Context: an optimization exercise on an open-source flow, tuned for small area. The choices shown serve that exercise and are no tape-out recipe. At most, simulation tests tie the RTL to the original design; equivalence was not proved. For run 1, only the layout was checked, not whether the RTL still works. Power and IR drop assume default switching activity.

==> flow/design.v <==
package cpu_pkg;
    typedef logic [32-1:0] word_t;
    typedef struct packed {
        word_t                  addr;
        word_t                  wdata;
        logic [32/8-1:0] wstrb;
        logic                   write;
        logic                   read;
    } mem_req_t;
    typedef struct packed {
        logic       valid;
        logic       wen;
        logic [4:0] waddr;
        word_t      wdata;
        word_t      pc;
    } retire_t;
endpackage
module cpu_regfile (
    input  logic       clk,
    input  logic [4:0] raddr1,
    input  logic [4:0] raddr2,
    output logic       rbit1,
    output logic       rbit2,
    input  logic       wen,
    input  logic [4:0] waddr,
    input  logic       wbit
);
    logic [31:0] regs [1:31];
    logic [31:0] lsb;
    assign lsb[0] = 1'b0;
    genvar r;
    generate
        for (r = 1; r < 32; r++) begin : g_reg
            always_ff @(posedge clk) begin
                regs[r] <= {(wen && waddr == r) ? wbit : regs[r][0], regs[r][31:1]};
            end
            assign lsb[r] = regs[r][0];
        end
    endgenerate
    assign rbit1 = lsb[raddr1];
    assign rbit2 = lsb[raddr2];
endmodule
module cpu_core (
    input  logic              clk,
    input  logic              rst,
    output cpu_pkg::word_t    pc,
    output logic              inst_req_valid,
    input  logic              inst_req_ready,
    input  cpu_pkg::word_t    instruction,
    input  logic              inst_valid,
    output logic              inst_ready,
    output cpu_pkg::mem_req_t mem_req,
    input  logic              mem_req_ready,
    input  cpu_pkg::word_t    read_data,
    input  logic              read_data_valid,
    output logic              read_data_ready,
    output cpu_pkg::retire_t  retire
);
    localparam logic [3:0] S_BOOT  = 4'd0;
    localparam logic [3:0] S_FETCH = 4'd1;
    localparam logic [3:0] S_SLT2  = 4'd2;
    localparam logic [3:0] S_SH2   = 4'd3;
    localparam logic [3:0] S_SH3   = 4'd4;
    localparam logic [3:0] S_LDW   = 4'd5;
    localparam logic [3:0] S_STW   = 4'd6;
    localparam logic [3:0] S_RD2   = 4'd7;
    localparam logic [3:0] S_RDB   = 4'd8;
    localparam logic [3:0] M_IDLE = 4'd0;
    localparam logic [3:0] M_BOOT = 4'd1;
    localparam logic [3:0] M_EX1  = 4'd2;
    localparam logic [3:0] M_SLT2 = 4'd3;
    localparam logic [3:0] M_SH2  = 4'd4;
    localparam logic [3:0] M_SH3  = 4'd5;
    localparam logic [3:0] M_LD2  = 4'd6;
    localparam logic [3:0] M_ST2  = 4'd7;
    localparam logic [3:0] M_RD2  = 4'd8;
    localparam logic [3:0] M_RDB  = 4'd9;
    logic [4:0]  ph;
    logic        ph0;
    logic        ph2;
    logic        ph31;
    logic [3:0]  st;
    logic [3:0]  mode_q;
    logic [3:0]  mode_start;
    logic [3:0]  mode;
    logic        st_done_q;
    logic        rdreq_q;
    logic        req_q;
    logic        ipc_inc4;
    logic        disc;
    assign ph0  = (ph == 5'd0);
    assign ph2  = (ph == 5'd2);
    assign ph31 = (ph == 5'd31);
    logic [31:0] ir;
    logic [6:0]  opc;
    logic [2:0]  f3;
    logic        is_op, is_opi, is_alu, is_lui, is_jal, is_br, is_lw, is_sw;
    logic        is_shift, is_slt, reg_write, is_sub, use_imm;
    assign ir        = instruction;
    assign opc       = ir[6:0];
    assign f3        = ir[14:12];
    assign is_op     = (opc == 7'b0110011);
    assign is_opi    = (opc == 7'b0010011);
    assign is_alu    = is_op | is_opi;
    assign is_lui    = (opc == 7'b0110111);
    assign is_jal    = (opc == 7'b1101111);
    assign is_br     = (opc == 7'b1100011);
    assign is_lw     = (opc == 7'b0000011) && (f3 == 3'b010);
    assign is_sw     = (opc == 7'b0100011) && (f3 == 3'b010);
    assign is_shift  = is_alu && (f3[1:0] == 2'b01);
    assign is_slt    = is_alu && (f3[2:1] == 2'b01);
    assign reg_write = is_alu | is_lui | is_jal | is_lw;
    assign is_sub    = (is_op && f3 == 3'b000 && ir[30]) | is_br | is_slt;
    assign use_imm   = is_opi | is_lw | is_sw | is_lui;
    logic [31:0] imm;
    always_comb begin
        if (opc == 7'b0100011)
            imm = {{20{ir[31]}}, ir[31:25], ir[11:7]};
        else if (is_br)
            imm = {{19{ir[31]}}, ir[31], ir[7], ir[30:25], ir[11:8], 1'b0};
        else if (is_jal)
            imm = {{11{ir[31]}}, ir[31], ir[19:12], ir[20], ir[30:21], 1'b0};
        else if (is_lui)
            imm = {ir[31:12], 12'b0};
        else
            imm = {{20{ir[31]}}, ir[31:20]};
    end
    logic imm_bit;
    assign imm_bit = imm[ph];
    always_comb begin
        case (st)
            S_BOOT:  mode_start = M_BOOT;
            S_FETCH: mode_start = (inst_valid && !disc) ? M_EX1 : M_IDLE;
            S_SLT2:  mode_start = M_SLT2;
            S_SH2:   mode_start = M_SH2;
            S_SH3:   mode_start = M_SH3;
            S_LDW:   mode_start = read_data_valid ? M_LD2 : M_IDLE;
            S_STW:   mode_start = (st_done_q || mem_req_ready) ? M_ST2 : M_IDLE;
            S_RD2:   mode_start = M_RD2;
            default: mode_start = req_q ? M_IDLE : M_RDB;
        endcase
    end
    assign mode = ph0 ? mode_start : mode_q;
    logic m_boot, m_ex1, m_slt2, m_sh2, m_sh3, m_ld2, m_st2, m_rd2, m_rdb;
    assign m_rdb  = (mode == M_RDB);
    assign m_boot = (mode == M_BOOT);
    assign m_ex1  = (mode == M_EX1);
    assign m_slt2 = (mode == M_SLT2);
    assign m_sh2  = (mode == M_SH2);
    assign m_sh3  = (mode == M_SH3);
    assign m_ld2  = (mode == M_LD2);
    assign m_st2  = (mode == M_ST2);
    assign m_rd2  = (mode == M_RD2);
    logic rs1_bit, rs2_bit, rf_wen, wbit;
    cpu_regfile u_regfile (
        .clk    (clk),
        .raddr1 (ir[19:15]),
        .raddr2 (ir[24:20]),
        .rbit1  (rs1_bit),
        .rbit2  (rs2_bit),
        .wen    (rf_wen),
        .waddr  (ir[11:7]),
        .wbit   (wbit)
    );
    logic [31:0] ipc;
    logic        ipc_c, ipc_a, ipc_add, ipc_ci, ipc_sum;
    assign ipc_a   = m_boot ? 1'b0 : (m_rdb ? t[0] : ipc[0]);
    assign ipc_add = m_ex1 ? (ipc_inc4 & ph2) : (m_rd2 & imm_bit);
    assign ipc_ci  = ph0 ? 1'b0 : ipc_c;
    assign ipc_sum = ipc_a ^ ipc_add ^ ipc_ci;
    always_ff @(posedge clk) begin
        ipc   <= {ipc_sum, ipc[31:1]};
        ipc_c <= (ipc_a & ipc_add) | (ipc_a & ipc_ci) | (ipc_add & ipc_ci);
    end
    logic a, b_raw, b, cin, sum, cout, alu_c, alu_out;
    logic eq_q, eq, lt, ltu, taken, redirect, lt_q, sign_q;
    logic [4:0] s_reg;
    assign a     = is_jal ? ipc_sum : (is_lui ? 1'b0 : rs1_bit);
    assign b_raw = is_jal ? ph2 : (use_imm ? imm_bit : rs2_bit);
    assign b     = b_raw ^ is_sub;
    assign cin   = ph0 ? is_sub : alu_c;
    assign sum   = a ^ b ^ cin;
    assign cout  = (a & b) | (a & cin) | (b & cin);
    always_comb begin
        alu_out = sum;
        if (is_alu) begin
            case (f3)
                3'b100:  alu_out = a ^ b_raw;
                3'b110:  alu_out = a | b_raw;
                3'b111:  alu_out = a & b_raw;
                default: alu_out = sum;
            endcase
        end
    end
    assign ltu = ~cout;
    assign lt  = (a ^ b_raw) ? a : ltu;
    assign eq  = eq_q & ~(a ^ b_raw);
    always_comb begin
        case (f3)
            3'b000:  taken = eq;
            3'b001:  taken = ~eq;
            3'b100:  taken = lt;
            3'b101:  taken = ~lt;
            3'b110:  taken = ltu;
            3'b111:  taken = ~ltu;
            default: taken = 1'b0;
        endcase
    end
    assign redirect = is_jal | (is_br & taken);
    always_ff @(posedge clk) begin
        alu_c <= cout;
        eq_q  <= (ph0 | eq_q) & ~(a ^ b_raw);
        if (m_ex1 && ph31) begin
            lt_q   <= f3[0] ? ltu : lt;
            sign_q <= a;
        end
        if (m_ex1 && ph < 5'd5) begin
            s_reg <= {b_raw, s_reg[4:1]};
        end
    end
    logic tg_c, tg_ci, tg_sum;
    assign tg_ci  = ph0 ? 1'b0 : tg_c;
    assign tg_sum = ipc_sum ^ imm_bit ^ tg_ci;
    always_ff @(posedge clk) begin
        tg_c <= (ipc_sum & imm_bit) | (ipc_sum & tg_ci) | (imm_bit & tg_ci);
    end
    logic [31:0] t;
    logic        sll, sh_mask, sh_out, rot, t_en, t_in;
    logic [5:0]  ps;
    assign sll     = ~f3[2];
    assign ps      = {1'b0, ph} + {1'b0, s_reg};
    assign sh_mask = sll ? (ph < s_reg) : ps[5];
    assign sh_out  = sh_mask ? (~sll & ir[30] & sign_q) : t[0];
    assign rot     = sll ? (ph >= s_reg) : (ph < s_reg);
    always_comb begin
        if (m_slt2)
            wbit = ph0 & lt_q;
        else if (m_sh3)
            wbit = sh_out;
        else if (m_ld2)
            wbit = read_data[ph];
        else
            wbit = alu_out;
    end
    assign rf_wen = (m_ex1 & ((is_alu & ~is_shift & ~is_slt) | is_lui | is_jal)) |
                    m_slt2 | m_sh3 | m_ld2;
    assign t_en = m_ex1 | m_slt2 | m_sh3 | m_ld2 | m_rdb | (m_sh2 & rot);
    always_comb begin
        if (m_ex1)
            t_in = is_sw ? rs2_bit : (is_shift ? rs1_bit : (is_br ? tg_sum : alu_out));
        else if (m_sh2 | m_rdb)
            t_in = t[0];
        else
            t_in = wbit;
    end
    always_ff @(posedge clk) begin
        if (t_en) t <= {t_in, t[31:1]};
    end
    logic [31:2] preg;
    logic        p_c, p_add, p_ci, p_sum, pbit, pwe, p31;
    assign p_add = ph2 & ~m_rd2 & ~m_rdb & ~m_boot;
    assign p_ci  = ph0 ? 1'b0 : p_c;
    assign p_sum = ipc_sum ^ p_add ^ p_ci;
    assign pbit  = (m_ex1 & (is_lw | is_sw)) ? sum : (m_rdb ? t[0] : p_sum);
    assign pwe   = m_ex1 | m_ld2 | m_st2 | m_rd2 | m_rdb | m_boot;
    assign p31   = (ph31 & pwe) ? pbit : preg[31];
    always_ff @(posedge clk) begin
        p_c <= (ipc_sum & p_add) | (ipc_sum & p_ci) | (p_add & p_ci);
    end
    genvar gi;
    generate
        for (gi = 2; gi < 32; gi++) begin : g_preg
            always_ff @(posedge clk) begin
                if (pwe && ph == gi) preg[gi] <= pbit;
            end
        end
    endgenerate
    logic done_now, req_now, ret_now, rdreq_now;
    assign done_now  = ph31 & ((m_ex1 & ~(is_slt | is_shift | is_lw | is_sw | is_jal)) |
                               m_slt2 | m_sh3 | m_ld2 | m_st2 | m_rd2);
    assign ret_now   = ph31 & ((m_ex1 & ~(is_slt | is_shift | is_lw | is_sw)) |
                               m_slt2 | m_sh3 | m_ld2 | m_st2);
    assign req_now   = done_now | (ph31 & (m_boot | m_rdb));
    assign rdreq_now = ph31 & m_ex1 & is_lw;
    assign inst_req_valid  = req_now | req_q;
    assign inst_ready      = done_now | (disc & inst_valid);
    assign read_data_ready = ph31 & m_ld2;
    assign pc              = {p31, preg[30:2], 2'b00};
    assign mem_req.addr  = {p31, preg[30:2], 2'b00};
    assign mem_req.wdata = t;
    assign mem_req.wstrb = '1;
    assign mem_req.read  = rdreq_now | rdreq_q;
    assign mem_req.write = (st == S_STW) & ~st_done_q;
    assign retire.valid = ret_now;
    assign retire.wen   = reg_write;
    assign retire.waddr = ir[11:7];
    assign retire.wdata = {wbit, t[31:1]};
    assign retire.pc    = {ipc_sum, ipc[31:1]};
    always_ff @(posedge clk) begin
        if (rst) begin
            ph        <= 5'd0;
            st        <= S_BOOT;
            mode_q    <= M_IDLE;
            st_done_q <= 1'b0;
            rdreq_q   <= 1'b0;
            req_q     <= 1'b0;
            ipc_inc4  <= 1'b0;
            disc      <= 1'b0;
        end else begin
            if (disc && inst_valid) disc <= 1'b0;
            ph      <= ph + 5'd1;
            mode_q  <= mode;
            rdreq_q <= mem_req.read & ~mem_req_ready;
            req_q   <= inst_req_valid & ~inst_req_ready;
            if (mem_req.write && mem_req_ready) st_done_q <= 1'b1;
            if (done_now) ipc_inc4 <= ~m_rd2 & ~(m_ex1 & redirect);
            if (ph31) begin
                case (mode)
                    M_BOOT: st <= S_FETCH;
                    M_EX1: begin
                        if (is_slt)        st <= S_SLT2;
                        else if (is_shift) st <= S_SH2;
                        else if (is_lw)    st <= S_LDW;
                        else if (is_sw)    st <= S_STW;
                        else if (is_jal)   st <= S_RD2;
                        else if (redirect) begin
                            st   <= S_RDB;
                            disc <= 1'b1;
                        end
                        else               st <= S_FETCH;
                    end
                    M_SH2: st <= S_SH3;
                    M_SLT2, M_SH3, M_LD2, M_RD2, M_RDB: st <= S_FETCH;
                    M_ST2: begin
                        st        <= S_FETCH;
                        st_done_q <= 1'b0;
                    end
                    default: ;
                endcase
            end
        end
    end
endmodule
module cpu_top (
    input  logic        clk,
    input  logic        rst,
    output logic [31:0] pc,
    output logic        inst_req_valid,
    input  logic        inst_req_ready,
    input  logic [31:0] instruction,
    input  logic        inst_valid,
    output logic        inst_ready,
    output logic [31:0] mem_addr,
    output logic [31:0] mem_wdata,
    output logic [3:0]  mem_wstrb,
    output logic        mem_write,
    output logic        mem_read,
    input  logic        mem_req_ready,
    input  logic [31:0] read_data,
    input  logic        read_data_valid,
    output logic        read_data_ready,
    output logic        retire_valid,
    output logic        retire_wen,
    output logic [4:0]  retire_waddr,
    output logic [31:0] retire_wdata,
    output logic [31:0] retire_pc
);
    cpu_pkg::mem_req_t mem_req;
    cpu_pkg::retire_t  retire;
    cpu_core u_core (
        .clk             (clk),
        .rst             (rst),
        .pc              (pc),
        .inst_req_valid  (inst_req_valid),
        .inst_req_ready  (inst_req_ready),
        .instruction     (instruction),
        .inst_valid      (inst_valid),
        .inst_ready      (inst_ready),
        .mem_req         (mem_req),
        .mem_req_ready   (mem_req_ready),
        .read_data       (read_data),
        .read_data_valid (read_data_valid),
        .read_data_ready (read_data_ready),
        .retire          (retire)
    );
    assign mem_addr     = mem_req.addr;
    assign mem_wdata    = mem_req.wdata;
    assign mem_wstrb    = mem_req.wstrb;
    assign mem_write    = mem_req.write;
    assign mem_read     = mem_req.read;
    assign retire_valid = retire.valid;
    assign retire_wen   = retire.wen;
    assign retire_waddr = retire.waddr;
    assign retire_wdata = retire.wdata;
    assign retire_pc    = retire.pc;
endmodule
==> flow/flow/run.sh <==
#!/bin/bash
# Standard layout with buf_1 port buffers and a clock tree without dummy loads.
export BUFFER_PORTS_ARGS="-buffer_cell sky130_fd_sc_hd__buf_1"
export CTS_ARGS="-sink_clustering_enable -repair_clock_nets -dont_use_dummy_load -buf_list sky130_fd_sc_hd__clkbuf_8 -sink_clustering_size 20 -sink_clustering_max_diameter 60"
bash standard.sh > standard.log 2>&1
==> flow/standard.sh <==
#!/bin/bash
# synth_recipe.tcl (not shown) runs the flow's synth.tcl, then flattens the netlist and writes it again
# the make line also repeats each setting of config.mk as NAME=value (left out here)
make -C /OpenROAD-flow-scripts/flow DESIGN_CONFIG=/design/flow/config.mk WORK_HOME=/design/flow/orfs CLKGATE_MAP_FILE= SYNTH_SCRIPT=/design/flow/synth_recipe.tcl "${@:-finish}"
==> flow/config.mk <==
export PLATFORM = sky130hd
export DESIGN_NAME = cpu_top
export DESIGN_NICKNAME = cpu_top
export VERILOG_FILES = /design/flow/design.v
export SDC_FILE = /design/flow/constraint.sdc
export NUM_CORES = 4
export LEC_CHECK = 0
export ABC_AREA = 1
export CAP_MARGIN = 20
export CORE_MARGIN = 2
export CORE_UTILIZATION = 40
export SLEW_MARGIN = 20
==> flow/constraint.sdc <==
create_clock -name core_clock -period 8.0 [get_ports {clk}]
set_input_delay 1.6000 -clock core_clock [delete_from_list [all_inputs] [get_ports {clk}]]
set_output_delay 1.6000 -clock core_clock [all_outputs]
set_load 0.01 [all_outputs]
==> impl_results.md, run 1 <==
* Worst hold margin at 0.267 ns
* Residual DRC at 0
* Max cap viols at 0
* Fmax at 135 MHz
* Period utilisation layout at 0.929
* Setup-failing EPs final at 0
* Number of distinct library cells after synthesis at 49
* CP max FO at 5
* IO Count at 246
* Die area at 0.0732 sq mm
* Reg2Reg Setup Slack at 2.73 ns
* Power Density at 269 mW/mm^2
* Remaining antenna violation count at 0
* Clk_skew at 0.0849 ns
* First-pass GRT wire length at 75900 um
* Top-area cell type share of the netlist area at 0.738
* Mapped cell area at 0.0284 sq mm
* Internal power at 6.51 mW
* Top FF cell, synth: dfxtp_1
* Layout Area Growth over Synthesis at 7.36%
* Startpoint Class: input pin
* Core ar. at 0.0701 sq mm
* Initial DRC count at 836
* Critical path data arrival time at 5.83 ns
* Worst Hold Class: flop to flop
* Synth area leaders: dfxtp_1 (74%), edfxtp_1 (7.3%), buf_4 (3.7%)
* CTS tree: done
* CP Class: input pin to output pin
* Grt ovf at 0
* Largest buffer count on any clock path at 3
* VDD IR max at 0.167 mV
* Critical Path Slowest Stage Cell: fa_1
* 1st-pass router iterations at 5
* Clock latency at the later pin of the worst-skew pair at 0.67 ns
* Crit-path max cell delay at 0.58 ns
* Hold Vio Cnt, Final at 0
* Status: no timing/DRC/antenna violations
* YS warnings at 3
* Post-Syn Area per Cell at 13.4 sq um
* Slew Viols, Final at 0
* Final WL at 49300 um
* Finished Cell Area at 0.0305 sq mm
* Starting density of the core at 0.405
* Leading area contributor after synthesis: dfxtp_1
* Hold endpoint: u_core.u_regfile.regs[26][24]
* Combinational group share of total power at 0.032
* Number of nets in the layout at 2388
* Fin Setup TNS at 0 ns
* Measured slew at the worst slew-check pin at 0.704 ns
* Seq/Total Area, Yosys at 0.811
* Number of flip-flops under the largest register name at 992
* Minimum clock period at 7.43 ns
* Post-CTS Resized at 0
* Total track usage at 0.133
* FF-to-FF Start: u_core.ph[3]
* Total power draw at 8.21 mW
* Clk slew on worst S/H paths at 0.10 ns
* Ys async rst share at 0
* CTS buffer count at 73
* Initial antenna violation count at 3
* FF-to-FF path depth at 23
* FF-to-FF End: u_core.u_regfile.regs[20][31]
* H-tree levels at 3
* DP Area at 0.0295 sq mm
* Crit. End Element: output pin
* Share of cells above drive strength 1 at 0.0676
* P_leak at 12.5 nW
* Synth Instances at 2124
* Hold_buf cts at 0
* Beginning of the worst hold path: u_core.u_regfile.regs[26][25]
* DR WL/cell at 15.2 um
* Rows at 97
* Critical Path RT at 6.40 ns
* CTS Sinks at 1116
* Hold Path Cell Cnt at 0
* Share of total power in the clock network at 0.283
* Dpl hpwl at 34600 um
* Chip Height at 270 um
* Clk root buf: clkbuf_8
* Final Util at 0.435
* Sequential Power Share at 0.685
* Via Count at 13800
* Largest net degree at the start of global routing at 33
* Largest regs: u_core.u_regfile.regs: 992 flops, u_core.ipc: 32 flops, u_core.t: 32 flops
* Number of global-route vias before repair at 13600
* EDFF count, synth at 69
* Largest register by flop count: u_core.u_regfile.regs
* Switch share at 0.207
* Slew headroom at 0.530
* Psw at 1.70 mW
* GP Congestion at 0.891
* Port bufs at 237
* Flops & latches, synth at 1116
* Setup bufs post-CTS at 0
* Unrepaired setup endpoints after global routing: false
* Die W at 270 um
* Drt via density at 4.27
* Most frequent CP cell: nand2_1
==> layer usage <==
layer	GRT usage	share of wire
met5	0	0.00016
met4	0.0518	0.032
met3	0.0342	0.054
met2	0.200	0.42
met1	0.184	0.49
==> kinds of logic (layout without fill, tap and decap cells) <==
kind of cell               count (synthesis)  after routing  share of synthesized area
adders and majority gates                 22             22                     0.0107
buffers and inverters                    331            495                     0.0644
and+or+nand+nor                          484            484                     0.0800
AOI/OAI and AO/OA                        168            168                     0.0333
other                                      2             11                   0.000264
muxes                                      1              1                   0.000352
DFF                                     1116           1116                      0.811
==> final cells by class <==
type,instances,area [sq um]
fillers,6500,39700
flip-flops and latches,1116,23000
multi-input cells,683,3590
well taps,940,1180
repair buffers,258,1070
clock buffers,73,1000
inverters,164,621
diodes,3,7.51
==> power by group through the flow <==
stage	Sequential (mW)	Combinational (mW)	Clock, mW
final	5.62	0.264	2.33
after global routing	5.62	0.290	2.64
after global placement	5.75	0.264	0
after CTS	5.62	0.265	2.45
after detailed placement	5.75	0.263	0
after floorplan	5.75	0.182	0
==> per-stage QoR <==
step	setup slack (ns)	std cells
2_1_floorplan	0.815	2130
3_3_place_gp	0.645	3160
5_1_grt	0.0974	3236
6_report	0.566	3237
4_1_cts	0.556	3233
3_5_place_dp	0.583	3160
==> cell usage in the layout (no fill, tap or decap), types with 9 or more instances in the layout <==
cell      synthesis  final
dfxtp_1        1047   1047
buf_1             0    237
nand2_1         223    223
inv_1           152    152
nor2_1           98     98
nand3_1          81     81
clkbuf_8          0     73
edfxtp_1         69     69
o21ai_0          55     55
a21oi_1          41     40
o21ai_1          36     36
nor3_2           23     23
nor3_1           21     21
buf_4           139     20
ha_1             18     18
nand4_1           9      9
==> worst max-delay path by stage <==
stage / startpoint / end / slack [ns] / cells past startpoint
after floorplan: instruction[4] / mem_addr[31] / 0.82 / 26
after global placement: instruction[4] / retire_wdata[31] / 0.65 / 28
after detailed placement: instruction[1] / retire_wdata[31] / 0.58 / 29
after CTS: instruction[1] / retire_wdata[31] / 0.56 / 29
after global routing: instruction[4] / retire_wdata[31] / 0.1 / 30
final: instruction[4] / retire_wdata[31] / 0.57 / 28
==> worst max-delay path, delay by kind of cell <==
family | cells | cell delay, ns
AO/OA/AOI/OAI | 4 | 0.58
buffers and inverters | 7 | 0.96
AND/OR/NAND/NOR | 15 | 1.54
adder cells (fa/ha/maj) | 2 | 1.14
==> synthesized netlist by cell type (6+ instances only) <==
cell	number
dfxtp_1	1047
nand2_1	223
inv_1	152
buf_4	139
nor2_1	98
nand3_1	81
edfxtp_1	69
o21ai_0	55
a21oi_1	41
o21ai_1	36
nor3_2	23
nor3_1	21
ha_1	18
clkbuf_1	16
nand4_1	9
nand2_2	8
o211ai_1	8
buf_2	6
inv_2	6
==> run 2: changes to the inputs <==
--- a/flow/design.v
+++ b/flow/design.v
@@ -173,7 +173,7 @@
         ipc_c <= (ipc_a & ipc_add) | (ipc_a & ipc_ci) | (ipc_add & ipc_ci);
     end
     logic a, b_raw, b, cin, sum, cout, alu_c, alu_out;
-    logic eq_q, eq, lt, ltu, taken, redirect, lt_q, sign_q;
+    logic eq_q, eq, lt, ltu, taken, redirect, lt_q;
     logic [4:0] s_reg;
     assign a     = is_jal ? ipc_sum : (is_lui ? 1'b0 : rs1_bit);
     assign b_raw = is_jal ? ph2 : (use_imm ? imm_bit : rs2_bit);
@@ -212,7 +212,6 @@
         eq_q  <= (ph0 | eq_q) & ~(a ^ b_raw);
         if (m_ex1 && ph31) begin
             lt_q   <= f3[0] ? ltu : lt;
-            sign_q <= a;
         end
         if (m_ex1 && ph < 5'd5) begin
             s_reg <= {b_raw, s_reg[4:1]};
@@ -225,13 +224,10 @@
         tg_c <= (ipc_sum & imm_bit) | (ipc_sum & tg_ci) | (imm_bit & tg_ci);
     end
     logic [31:0] t;
-    logic        sll, sh_mask, sh_out, rot, t_en, t_in;
-    logic [5:0]  ps;
-    assign sll     = ~f3[2];
-    assign ps      = {1'b0, ph} + {1'b0, s_reg};
-    assign sh_mask = sll ? (ph < s_reg) : ps[5];
-    assign sh_out  = sh_mask ? (~sll & ir[30] & sign_q) : t[0];
-    assign rot     = sll ? (ph >= s_reg) : (ph < s_reg);
+    logic        sll, lt_s, sh_out, t_en, t_in;
+    assign sll    = ~f3[2];
+    assign lt_s   = (ph < s_reg);
+    assign sh_out = (sll & lt_s) ? 1'b0 : t[0];
     always_comb begin
         if (m_slt2)
             wbit = ph0 & lt_q;
@@ -244,11 +240,13 @@
     end
     assign rf_wen = (m_ex1 & ((is_alu & ~is_shift & ~is_slt) | is_lui | is_jal)) |
                     m_slt2 | m_sh3 | m_ld2;
-    assign t_en = m_ex1 | m_slt2 | m_sh3 | m_ld2 | m_rdb | (m_sh2 & rot);
+    assign t_en = m_ex1 | m_slt2 | m_sh3 | m_ld2 | m_rdb | (m_sh2 & (sll ^ lt_s));
     always_comb begin
         if (m_ex1)
             t_in = is_sw ? rs2_bit : (is_shift ? rs1_bit : (is_br ? tg_sum : alu_out));
-        else if (m_sh2 | m_rdb)
+        else if (m_sh2)
+            t_in = sll ? t[0] : (ir[30] & t[31]);
+        else if (m_rdb)
             t_in = t[0];
         else
             t_in = wbit;
==> flow/flow/run.sh (replaced) <==
#!/bin/bash
# The standard layout (standard.sh), with two changes:
#  - port buffers use sky130_fd_sc_hd__buf_1 instead of the default choice
#  - the clock tree uses clkbuf_4 cells in small clusters and no dummy loads
# Every tool's output goes to the logs under orfs/logs; make's own output to standard.log.
export BUFFER_PORTS_ARGS="-buffer_cell sky130_fd_sc_hd__buf_1"
export CTS_ARGS="-sink_clustering_enable -repair_clock_nets -dont_use_dummy_load -buf_list {sky130_fd_sc_hd__clkbuf_4 sky130_fd_sc_hd__clkbuf_8} -sink_clustering_size 16 -sink_clustering_max_diameter 50"
bash standard.sh > standard.log 2>&1
--- a/flow/config.mk
+++ b/flow/config.mk
@@ -8,5 +8,5 @@
 export ABC_AREA = 1
 export CAP_MARGIN = 20
 export CORE_MARGIN = 2
-export CORE_UTILIZATION = 40
+export CORE_UTILIZATION = 65
 export SLEW_MARGIN = 20
==> run 2 against run 1 <==
Effect of this change:
- final area down 2.4%
- critical endpoint unchanged
- routed wire length shrank 1.4%
- largest power group unchanged
- via count fell by 1.4%
- power is 1.3% higher
- global-route usage grew 8.5 points
- clock skew increased by 0.0067 ns
- first-iteration DRC count increased by 16%
==> impl_results.md, run 2 <==
* Flops & latches, synth at 1115 (-0.090%)
* Post-Synth Adder-Cell Area at 0.00864 (-0.00210)
* Sequential Power Share at 0.674 (-0.011)
* Fmax at 134 MHz (about the same)
* Psw at 1.70 mW (+0.41%)
* Port bufs at 237 (unchanged)
* Hold_buf cts at 0 (unchanged)
* Fillcell total at 2790 (-57%)
* Total track usage at 0.218 (+0.0847)
* Hold Vio Cnt, Final at 0 (unchanged)
* Share of total power in the clock network at 0.297 (+0.014)
* Combinational group share of total power at 0.029 (-0.003)
* Number of nets in the layout at 2328 (-2.5%)
* Commonest non-fill, non-tap cell in the layout: dfxtp_1
* Clk slew on worst S/H paths at 0.09 ns (about the same)
* Hold Path Cell Cnt at 0 (unchanged)
* Die W at 212 um (-22%)
* Most common cell in the netlist: dfxtp_1
* Worst Hold Class: flop to flop
* Layout Area Growth over Synthesis at 5.99%
* P_leak at 12.2 nW (-2.2%)
* Leading area contributor after synthesis: dfxtp_1
* IO Count at 246 (unchanged)
* EDFF count, synth at 68 (-1.4%)
* Largest net degree at the start of global routing at 33 (unchanged)
* Critical Path RT at 6.40 ns (about the same)
* Drt via density at 4.82 (+13%)
* Slew headroom at 0.380 (-0.150)
* Top FF cell, synth: dfxtp_1
* Fin Setup TNS at 0 ns (unchanged)
* Share of cells above drive strength 1 at 0.0674 (-0.000127)
* Hold endpoint: u_core.u_regfile.regs[5][29]
* Number of flip-flops under the largest register name at 992 (unchanged)
* Minimum clock period at 7.44 ns (+0.00433 ns)
* Final WL at 48600 um (-1.4%)
* Starting density of the core at 0.655 (+0.250)
* Crit. End Element: output pin
* GP Congestion at 0.896 (+0.61%)
* CP Class: input pin to output pin
* Clk_skew at 0.0916 ns (+0.00672 ns)
* Largest register by flop count: u_core.u_regfile.regs
* Top cells by count, synth: dfxtp_1 (1047), nand2_1 (172), buf_4 (140), inv_1 (130), nand3_1 (120)
* Status: no timing/DRC/antenna violations
* FF-to-FF path depth at 29 (+26%)
* Post-synthesis simple-gate area fraction at 0.0717 (-0.00831)
* Period utilisation layout at 0.930 (about the same)
* FF-to-FF Start: u_core.ph[0]
* Compound-gate portion of the synthesized area at 0.0300 (-0.00336)
* Synth Instances at 2070 (-2.5%)
* Ys async rst share at 0 (unchanged)
* Post-CTS Resized at 0 (unchanged)
* Finished Cell Area at 0.0298 sq mm (-2.4%)
* Switch share at 0.205 (-0.00185)
* VDD IR max at 0.293 mV (+76%)
* Dpl hpwl at 33100 um (-4.6%)
* Unrepaired setup endpoints after global routing: false
* Rows at 76 (-22%)
* CTS Sinks at 1115 (-0.090%)
* Post-Syn Area per Cell at 13.6 sq um (+1.4%)
* Measured slew at the worst slew-check pin at 0.929 ns (+0.226 ns)
* Worst setup margin at 0.561 ns (-0.00433 ns)
* Place WS at 0.597 ns (+0.0137 ns)
* CTS tree: done
* Mapped cell area at 0.0281 sq mm (-1.1%)
* Internal power at 6.62 mW (+1.6%)
* Number of global-route vias before repair at 13200 (-3.1%)
* FF-to-FF End: u_core.t[31]
* Via Count at 13600 (-1.4%)
* Number of distinct library cells after synthesis at 46 (-6.1%)
* DR WL/cell at 17.2 um (+13%)
* Remaining antenna violation count at 0 (unchanged)
* Initial DRC count at 971 (+16%)
* Initial antenna violation count at 6 (+3)
* First-pass GRT wire length at 73100 um (-3.7%)
* 1st-pass router iterations at 7 (+2)
* Beginning of the worst hold path: u_core.u_regfile.regs[5][30]
* Largest family of logic cells by synthesized area: simple AND/OR/NAND/NOR gates
* Setup bufs post-CTS at 0 (unchanged)
* Clock latency at the later pin of the worst-skew pair at 0.66 ns (about the same)
* Largest buffer count on any clock path at 3 (unchanged)
* Final Util at 0.694 (+0.259)
* Post-synthesis mux area share at 0.00682 (+0.00646)
* Chip Height at 212 um (-22%)
* DP Area at 0.0286 sq mm (-2.9%)
* Critical path data arrival time at 5.84 ns (about the same)
* Seq/Total Area, Yosys at 0.819 (+0.00822)
* Core ar. at 0.0429 sq mm (-39%)
* Largest regs: u_core.u_regfile.regs: 992 flops, u_core.ipc: 32 flops, u_core.t: 32 flops
* Xor/xnor share of the synthesized area at 0.000312 (+0.000312)
* Max cap viols at 0 (unchanged)
* CTS buffer count at 84 (+15%)
* Top-area cell type share of the netlist area at 0.746 (+0.00845)
* Grt ovf at 0 (unchanged)
* Slew Viols, Final at 0 (unchanged)
* Residual DRC at 0 (unchanged)
* YS warnings at 3 (unchanged)
* Power Density at 279 mW/mm^2 (+3.8%)
* Clk root buf: clkbuf_8
* Synth area leaders: dfxtp_1 (75%), edfxtp_1 (7.3%), buf_4 (3.7%)
* H-tree levels at 3 (unchanged)
* CP max FO at 6 (+1)
* Setup-failing EPs final at 0 (unchanged)
* Startpoint Class: input pin
* Most frequent cells in the layout: dfxtp_1 (1047), buf_1 (237), nand2_1 (172)
* Reg2Reg Setup Slack at 2.30 ns (-0.43 ns)
* Die area at 0.0449 sq mm (-39%)
run 2: cell types whose count changed after synthesis, moves of 21 or more:
cell     delta
o21ai_1    -33
nand2_1    -51
nand3_1    +39
inv_1      -22
nor2_1     +21
nor3_2     -23
run 2: logic make-up (layout without fill, tap and decap cells):
family / after synthesis / after routing
adder cells (fa/ha/maj): 17 / 17
AO/OA/AOI/OAI: 146 / 146
buffers and inverters: 315 / 478
flip-flops: 1115 / 1115
AND/OR/NAND/NOR: 457 / 457
other: 2 / 10
multiplexers: 17 / 17
XOR/XNOR: 1 / 1
run 2: power by group through the flow:
stage               clock network (mW)  registers, mW  logic (mW)
finish                            2.47           5.61       0.238
global route                      2.73           5.61       0.264
CTS                               2.55           5.61       0.239
detailed placement                   0           5.74       0.237
global placement                     0           5.74       0.237
floorplan                            0           5.74       0.173
run 2: layout make-up:
class,instances,area (sq um),share of cell area
inverters,141,532,0.0179
flip-flops and latches,1115,23000,0.773
clock buffers,84,1160,0.0388
multi-input cells,646,3330,0.112
repair buffers,253,1010,0.0339
diodes,2,5.00,0.000168
well taps,585,732,0.0246
run 2: worst max path at each step:
stage	from	end	slack [ns]	cells past startpoint
4_1_cts	instruction[6]	retire_wdata[31]	0.58	25
2_1_floorplan	instruction[1]	mem_addr[31]	1.00	26
6_report	instruction[6]	retire_wdata[31]	0.56	25
3_5_place_dp	instruction[6]	retire_wdata[31]	0.60	25
5_1_grt	instruction[5]	retire_wdata[31]	0.17	25
3_3_place_gp	instruction[6]	retire_wdata[31]	0.76	27
run 2: per-layer routing:
| metal | share of wire | GRT usage |
|---|---|---|
| met5 | 0.00066 | 0 |
| met4 | 0.024 | 0.0765 |
| met1 | 0.44 | 0.281 |
| met3 | 0.057 | 0.0484 |
| met2 | 0.48 | 0.364 |
run 2: worst max-delay path, cell delays in order:
cell	delay, ns
buf_1	0.27
inv_1	0.11
nand3_1	0.09
nor2_1	0.04
nand3_1	0.24
inv_1	0.19
o21ai_0	0.20
o21ai_0	0.11
a31oi_1	0.15
nand2_1	0.08
nand2_1	0.07
and3_1	0.20
nand2_1	0.06
nand2_1	0.06
inv_1	0.05
fa_1	0.54
inv_1	0.06
nand2_1	0.12
nand2_1	0.14
fa_1	0.54
o21ai_0	0.26
o21ai_1	0.13
o21ai_2	0.22
nand2_2	0.14
buf_1	0.17
run 2: per-stage QoR:
step,cells,power [mW],hold WS [ns]
CTS,2824,8.40,0.287
finish,2826,8.32,0.298
global placement,2740,5.98,0.310
detailed placement,2740,5.98,0.312
floorplan,2076,5.91,0.310
global route,2825,8.61,0.295
==> run 3: changes to the inputs <==
==> flow/flow/run.sh (replaced) <==
#!/bin/bash
# The standard layout (standard.sh), with two changes:
#  - port buffers use sky130_fd_sc_hd__buf_1 instead of the default choice
#  - the clock tree uses clkbuf_4 cells in small clusters and no dummy loads
# Every tool's output goes to the logs under orfs/logs; make's own output to standard.log.
export BUFFER_PORTS_ARGS="-buffer_cell sky130_fd_sc_hd__buf_1"
export CTS_ARGS="-sink_clustering_enable -repair_clock_nets -dont_use_dummy_load -buf_list sky130_fd_sc_hd__clkbuf_4 -sink_clustering_size 12 -sink_clustering_max_diameter 40"
bash standard.sh > standard.log 2>&1
--- a/flow/config.mk
+++ b/flow/config.mk
@@ -5,7 +5,6 @@
 export SDC_FILE = /design/flow/constraint.sdc
 export NUM_CORES = 4
 export LEC_CHECK = 0
-export ABC_AREA = 1
 export CAP_MARGIN = 20
 export CORE_MARGIN = 2
 export CORE_UTILIZATION = 65
==> run 3 against run 2 <==
Effect of this change:
- still clean
- combinational power rose by 83%
- worst hold slack worse by 0.045 ns
- critical path depth is 8 lower
- sequential power up 3%
- clock skew up 0.024 ns
- maximum frequency shrank 2.9%
- core utilization is 0.39 points higher
- count of clock-buffer cells in the layout grew 26
- critical path type unchanged
- critical endpoint unchanged
==> impl_results.md, run 3 <==
* Status: no timing/DRC/antenna violations
* Post-Syn Area per Cell at 15.7 sq um (+15%)
* Slew Viols, Final at 0 (unchanged)
* Top cells by count, synth: dfxtp_1 (1047), buf_4 (139), nor2_1 (79), edfxtp_1 (68), nand2_1 (51)
* Power Density at 282 mW/mm^2 (+1.0%)
* Port bufs at 237 (unchanged)
* Rows at 75 (-1.3%)
* Clk root buf: clkbuf_4
* Layout Area Growth over Synthesis at 5.51%
* Share of cells above drive strength 1 at 0.120 (+0.0524)
* Period utilisation layout at 0.957 (+0.0277)
* Most frequent cells in the layout: dfxtp_1 (1047), buf_1 (236), clkbuf_4 (110)
* Largest net degree at the start of global routing at 33 (unchanged)
* CP max FO at 6 (unchanged)
* Ys async rst share at 0 (unchanged)
* Flops & latches, synth at 1115 (unchanged)
* Clock latency at the later pin of the worst-skew pair at 0.88 ns (+0.22 ns)
* Hold Vio Cnt, Final at 0 (unchanged)
* Clk slew on worst S/H paths at 0.12 ns (+0.03 ns)
* EDFF count, synth at 68 (unchanged)
* Place WS at 0.125 ns (-0.472 ns)
* CP Cell Sequence: buf_1 -> or3b_1 -> nor2_2 -> nor3b_1 -> a2111oi_0 -> nor4_1 -> o41a_1 -> a32oi_1 -> fa_1 -> nor2_1 -> nor2_1 -> inv_1 -> fa_1 -> mux2i_2 -> o2bb2ai_1 -> a311o_2 -> buf_1
* FF-to-FF path depth at 19 (-34%)
* DR WL/cell at 18.7 um (+8.8%)
* 1st-pass router iterations at 6 (-1)
* P_leak at 11.4 nW (-6.7%)
* Chip Height at 211 um (-0.26%)
* GP Congestion at 0.869 (-3.1%)
* Starting density of the core at 0.662 (+0.00671)
* Largest regs: u_core.u_regfile.regs: 992 flops, u_core.ipc: 32 flops, u_core.t: 32 flops
* Number of distinct library cells after synthesis at 96 (+110%)
* Fin Setup TNS at 0 ns (unchanged)
* CP Class: input pin to output pin
* Top-area cell type share of the netlist area at 0.750 (+0.00394)
* Max cap viols at 0 (unchanged)
* VDD IR max at 0.203 mV (-31%)
* H-tree levels at 3 (unchanged)
* Die W at 211 um (-0.26%)
* Total track usage at 0.218 (+0.000373)
* Seq/Total Area, Yosys at 0.823 (+0.00433)
* YS warnings at 3 (unchanged)
* Slew headroom at 0.480 (+0.100)
* Remaining antenna violation count at 0 (unchanged)
* Startpoint Class: input pin
* Grt ovf at 0 (unchanged)
* Hold Path Cell Cnt at 0 (unchanged)
* First-pass GRT wire length at 72600 um (-0.77%)
* Worst setup margin at 0.340 ns (-0.221 ns)
* Critical path data arrival time at 6.06 ns (+0.22 ns)
* CTS tree: done
* Drt via density at 5.03 (+4.3%)
* Most common cell in the netlist: dfxtp_1
* Top FF cell, synth: dfxtp_1
* IO Count at 246 (unchanged)
* Critical Path RT at 6.40 ns (about the same)
* CTS buffer count at 110 (+31%)
* Residual DRC at 0 (unchanged)
* Minimum clock period at 7.66 ns (+0.221 ns)
* Measured slew at the worst slew-check pin at 0.779 ns (-0.150 ns)
* Commonest non-fill, non-tap cell in the layout: dfxtp_1
* Initial DRC count at 729 (-25%)
* Critical Path Slowest Stage Cell: or3b_1
* Dpl hpwl at 33500 um (+1.4%)
* Core ar. at 0.0422 sq mm (-1.5%)
* Final Util at 0.698 (+0.00394)
* CTS Sinks at 1115 (unchanged)
* Fmax at 131 MHz (-2.9%)
* Number of flip-flops under the largest register name at 992 (unchanged)
* Number of global-route vias before repair at 12900 (-2.4%)
* Setup-failing EPs final at 0 (unchanged)
* Final WL at 47700 um (-1.8%)
* Via Count at 12800 (-6.0%)
* Die area at 0.0447 sq mm (-0.51%)
* Unrepaired setup endpoints after global routing: false
* Synth Instances at 1785 (-14%)
* Largest buffer count on any clock path at 3 (unchanged)
* Crit. End Element: output pin
* Worst Hold Class: flop to flop
* Leading area contributor after synthesis: dfxtp_1
* Initial antenna violation count at 2 (-4)
* Synth area leaders: dfxtp_1 (75%), edfxtp_1 (7.3%), buf_4 (3.7%)
* Largest register by flop count: u_core.u_regfile.regs
* Clk_skew at 0.116 ns (+0.0239 ns)
* Total power draw at 8.32 mW (about the same)
* Mapped cell area at 0.0279 sq mm (-0.53%)
* Crit-path max cell delay at 0.53 ns (about the same)
* Number of nets in the layout at 2092 (-10%)
[run 3: cell count changes in the layout (fill, tap and decap cells not counted), moves of 22 or more]
cell,delta
clkbuf_8,-84
a21oi_1,-29
buf_4,+22
o21ai_0,-30
nor2_1,-41
nand3_1,-109
inv_1,-107
nand2_1,-121
clkbuf_4,+110
mux4_2,+27
[run 3: per-stage QoR]
step / std cells / cell area [sq um] / hold WS, ns
floorplan: 1791 / 28000 / 0.310
global placement: 2425 / 28600 / 0.310
detailed placement: 2425 / 28600 / 0.312
CTS: 2535 / 29400 / 0.243
global route: 2547 / 29500 / 0.229
finish: 2549 / 29500 / 0.253
[run 3: worst max-delay path: cells and delay by family]
family	cells	cell delay [ns]
adder cells (fa/ha/maj)	2	0.97
AND/OR/NAND/NOR	6	1.19
AO/OA/AOI/OAI	5	1.65
buffers and inverters	3	0.42
multiplexers	1	0.22
[run 3: cells by family (layout without fill, tap and decap cells)]
family	after synthesis	count (layout)	share of synthesized area
AOI/OAI and AO/OA	129	129	0.0343
xor gates and xnor gates	4	4	0.00125
other	2	15	0.000269
and+or+nand+nor	246	246	0.0454
DFF	1115	1115	0.823
muxes	75	75	0.0406
buffers and inverters	197	409	0.0461
adders and majority gates	17	17	0.00869
[run 3: layout make-up]
type | count | area, sq um
flip-flops and latches | 1115 | 23000
clock buffers | 110 | 826
well taps | 539 | 674
diodes | 7 | 17.5
fillers | 2680 | 12800
multi-input cells | 479 | 3690
inverters | 24 | 90.1
repair buffers | 275 | 1180
[run 3: worst paths after layout]
kind | start | end | slack [ns]
hold reg to reg | u_core.u_regfile.regs[18][3] | u_core.u_regfile.regs[18][2] | 0.25
setup / recovery | instruction[3] | retire_wdata[31] | 0.34
setup reg to reg | u_core.ph[3] | u_core.t[31] | 2.21
hold / removal | u_core.u_regfile.regs[18][3] | u_core.u_regfile.regs[18][2] | 0.25
[run 3: layer usage]
layer / GRT usage / part of all wire / vias up
met5: 0 / 0 / -
met2: 0.355 / 0.47 / 454
met4: 0.0930 / 0.036 / 0
met1: 0.285 / 0.44 / 6052
met3: 0.0482 / 0.058 / 110
li1: - / - / 6201
[run 3: power by group]
group	switching (mW)	total (mW)	leakage [nW]	internal, mW
clock	1.47	2.10	0.506	0.632
combinational	0.294	0.435	1.83	0.142
sequential	0.0535	5.78	9.07	5.73
total	1.82	8.32	11.4	6.50
[run 3: what timing repair did]
item / CTS / global route
setup endpoints to repair: 0 / 1
hold buffers: 0 / 0
setup buffers: 0 / 7
gates resized for setup: 0 / 6
==> run 4: changes to the inputs <==
--- a/flow/config.mk
+++ b/flow/config.mk
@@ -5,6 +5,7 @@
 export SDC_FILE = /design/flow/constraint.sdc
 export NUM_CORES = 4
 export LEC_CHECK = 0
+export ABC_AREA = 1
 export CAP_MARGIN = 20
 export CORE_MARGIN = 2
 export CORE_UTILIZATION = 65
==> run 4 against run 3 <==
Effect of this change:
- still clean
- die area is 0.52% higher
- count of clock-buffer cells in the layout is 1 lower
- worst setup slack better by 0.22 ns
- clock skew is 0.018 ns higher
- worst hold slack worse by 0.036 ns
- critical path type is now flop to output pin
- largest power group unchanged
==> impl_results.md, run 4 <==
* Port bufs at 237 (unchanged)
* CP max FO at 29 (+23)
* Setup bufs post-CTS at 0 (unchanged)
* Largest net degree at the start of global routing at 33 (unchanged)
* Number of nets in the layout at 2353 (+12%)
* Inst Count DP at 2740 (+13%)
* Largest register by flop count: u_core.u_regfile.regs
* Max cap viols at 0 (unchanged)
* Bufs and invs on worst path at 8 (+5)
* CP top delay family: adder cells
* Clk_skew at 0.134 ns (+0.0185 ns)
* Crit. End Element: output pin
* Initial DRC count at 885 (+21%)
* Number of flip-flops under the largest register name at 992 (unchanged)
* CTS tree: done
* Seq/Total Area, Yosys at 0.819 (-0.00433)
* Status: no timing/DRC/antenna violations
* Initial antenna violation count at 5 (+3)
* Die area at 0.0449 sq mm (+0.52%)
* Number of distinct library cells after synthesis at 46 (-52%)
* Unrepaired setup endpoints after global routing: false
* Number of global-route vias before repair at 13400 (+4.3%)
* Grt ovf at 0 (unchanged)
* Via Count at 13800 (+7.3%)
* GP Congestion at 0.896 (+3.2%)
* Final non-filler cell total at 2851 (+12%)
* Most common cell in the netlist: dfxtp_1
* Fillcell total at 2877 (+7.4%)
* Power Density at 271 mW/mm^2 (-4.1%)
* YS warnings at 3 (unchanged)
* Slew Viols, Final at 0 (unchanged)
* P_leak at 12.1 nW (+6.2%)
* Worst hold margin at 0.217 ns (-0.0364 ns)
* Dpl hpwl at 33100 um (-1.4%)
* Clk root buf: clkbuf_4
* Top-area cell type share of the netlist area at 0.746 (-0.00394)
* Slew headroom at 0.378 (-0.102)
* IO Count at 246 (unchanged)
* Synth Instances at 2070 (+16%)
* Rows at 76 (+1.3%)
* Clock latency at the later pin of the worst-skew pair at 0.87 ns (about the same)
* Commonest non-fill, non-tap cell in the layout: dfxtp_1
* Clk slew on worst S/H paths at 0.11 ns (about the same)
* Leading area contributor after synthesis: dfxtp_1
* Place WS at 0.597 ns (+0.472 ns)
* Die W at 212 um (+0.26%)
* Post-Syn Area per Cell at 13.6 sq um (-13%)
* Crit-path max cell delay at 0.60 ns (+0.07 ns)
* Ys async rst share at 0 (unchanged)
* Residual DRC at 0 (unchanged)
* Beginning of the worst hold path: u_core.u_regfile.regs[4][30]
* DR WL/cell at 16.6 um (-11%)
* Largest buffer count on any clock path at 3 (unchanged)
* Largest regs: u_core.u_regfile.regs: 992 flops, u_core.ipc: 32 flops, u_core.t: 32 flops
* Setup-failing EPs final at 0 (unchanged)
* Worst Setup SP: u_core.ph[0]
* Synth area leaders: dfxtp_1 (75%), edfxtp_1 (7.3%), buf_4 (3.7%)
* H-tree levels at 3 (unchanged)
* Share of cells above drive strength 1 at 0.0777 (-0.0421)
* Hold Path Cell Cnt at 0 (unchanged)
* Critical Path RT at 6.40 ns (about the same)
* Hold Vio Cnt, Final at 0 (unchanged)
* Fmax at 134 MHz (+3.0%)
* Period utilisation layout at 0.930 (-0.0277)
* FF-to-FF Start: u_core.ph[0]
* Measured slew at the worst slew-check pin at 0.932 ns (+0.153 ns)
* Core ar. at 0.0429 sq mm (+1.6%)
* Worst Hold Class: flop to flop
* FF-to-FF path depth at 29 (+10)
* Final WL at 47400 um (-0.68%)
* Post-CTS Resized at 0 (unchanged)
* Startpoint Class: flop
* Critical path data arrival time at 5.84 ns (-0.22 ns)
* First-pass GRT wire length at 71800 um (-1.1%)
* EDFF count, synth at 68 (unchanged)
* Drt via density at 4.82 (-4.0%)
* Flops & latches, synth at 1115 (unchanged)
* CP Class: flop to output pin
* Mapped cell area at 0.0281 sq mm (+0.53%)
* CTS Sinks at 1115 (unchanged)
* Remaining antenna violation count at 0 (unchanged)
* Critical Path Slowest Stage Cell: fa_1
* Levels on crit path at 25 (+8)
* CTS buffer count at 109 (-0.91%)
* Minimum clock period at 7.44 ns (-0.222 ns)
* Top FF cell, synth: dfxtp_1
* Top cells by count, synth: dfxtp_1 (1047), nand2_1 (172), buf_4 (140), inv_1 (130), nand3_1 (120)
* Starting density of the core at 0.655 (-0.00671)
* 1st-pass router iterations at 5 (-1)
* VDD IR max at 0.206 mV (+1.7%)
* Chip Height at 212 um (+0.26%)
* Worst setup margin at 0.562 ns (+0.222 ns)
* Fin Setup TNS at 0 ns (unchanged)
* Hold_buf cts at 0 (unchanged)
* Total track usage at 0.213 (-0.00499)
* Most frequent cells in the layout: dfxtp_1 (1047), buf_1 (237), nand2_1 (172)
* Layout Area Growth over Synthesis at 4.79%
-- run 4: metrics by stage --
| step | cell area (sq um) | total power, mW | utilization |
|---|---|---|---|
| detailed placement | 28600 | 5.98 | 0.667 |
| finish | 29400 | 7.96 | 0.686 |
| CTS | 29400 | 8.04 | 0.686 |
| global route | 29400 | 8.27 | 0.686 |
| global placement | 28600 | 5.98 | 0.667 |
| floorplan | 28100 | 5.91 | - |
-- run 4: cell families (layout without fill, tap and decap cells) --
logic type,Yosys count,after routing,share of synthesized area
AND/OR/NAND/NOR,457,457,0.0717
other,2,10,0.000267
XOR/XNOR,1,1,0.000312
flip-flops,1115,1115,0.819
adder cells (fa/ha/maj),17,17,0.00864
multiplexers,17,17,0.00682
buffers and inverters,315,503,0.0632
AO/OA/AOI/OAI,146,146,0.0300
-- run 4: power breakdown --
| part | internal [mW] | switching, mW |
|---|---|---|
| Sequential | 5.61 | 0.00427 |
| Clock | 0.626 | 1.49 |
| Combinational | 0.0689 | 0.169 |
-- run 4: routing by layer --
| metal | global-route usage | part of all wire | up-vias |
|---|---|---|---|
| li1 | - | - | 6794 |
| met1 | 0.273 | 0.45 | 6387 |
| met2 | 0.354 | 0.47 | 471 |
| met3 | 0.0445 | 0.054 | 97 |
| met4 | 0.0908 | 0.029 | 6 |
| met5 | 0 | 0.00057 | - |
-- run 4: final timing paths --
kind	end	slack [ns]
worst max-delay path	retire_wdata[31]	0.56
worst min-delay path	u_core.u_regfile.regs[4][29]	0.22
worst max register to register	u_core.t[31]	2.32
worst min register to register	u_core.u_regfile.regs[4][29]	0.22
-- run 4: layout make-up --
class	instances	area, sq um	share of cell area
flip-flops and latches	1115	23000	0.782
repair buffers	253	1010	0.0343
diodes	2	5.00	0.000170
well taps	585	732	0.0249
inverters	141	532	0.0181
clock buffers	109	818	0.0278
multi-input cells	646	3330	0.113

==> re-timing with driven ports <==
The flow's constraints put no driver on any port. The routed layouts listed below were extracted and timed again, unchanged, in two steps.
Step 1 sets driving cells, clkbuf_16 on the clock port and buf_2 on the other inputs (assumed; they add their load-dependent delay and slew).
Step 2 also shifts input and output timing later by t, the mid clock arrival at the registers, as if the neighbouring blocks saw the same clock.
Slacks: ideal / step 1 / step 2; pairs: ideal / step 1.
run	t (ns)	setup WS [ns]	worst setup path after step 2	worst register clock-pin slew, ns	worst slew at a driven data input, ns
run 1	0.683	0.566 / 0.543 / 0.543	input to output	0.11 / 0.11	0.12
run 2	0.676	0.561 / 0.530 / 0.530	input to output	0.11 / 0.11	0.12
run 3	0.879	0.340 / 0.302 / 0.302	input to output	0.12 / 0.12	0.10
run 4	0.854	0.562 / 0.513 / 0.547	input to output	0.12 / 0.12	0.10
After both steps setup and hold are still met in every run listed. The setup slack of run 3, which loses most, moves by -0.038 ns with the drivers and by -0.038 ns with both steps.
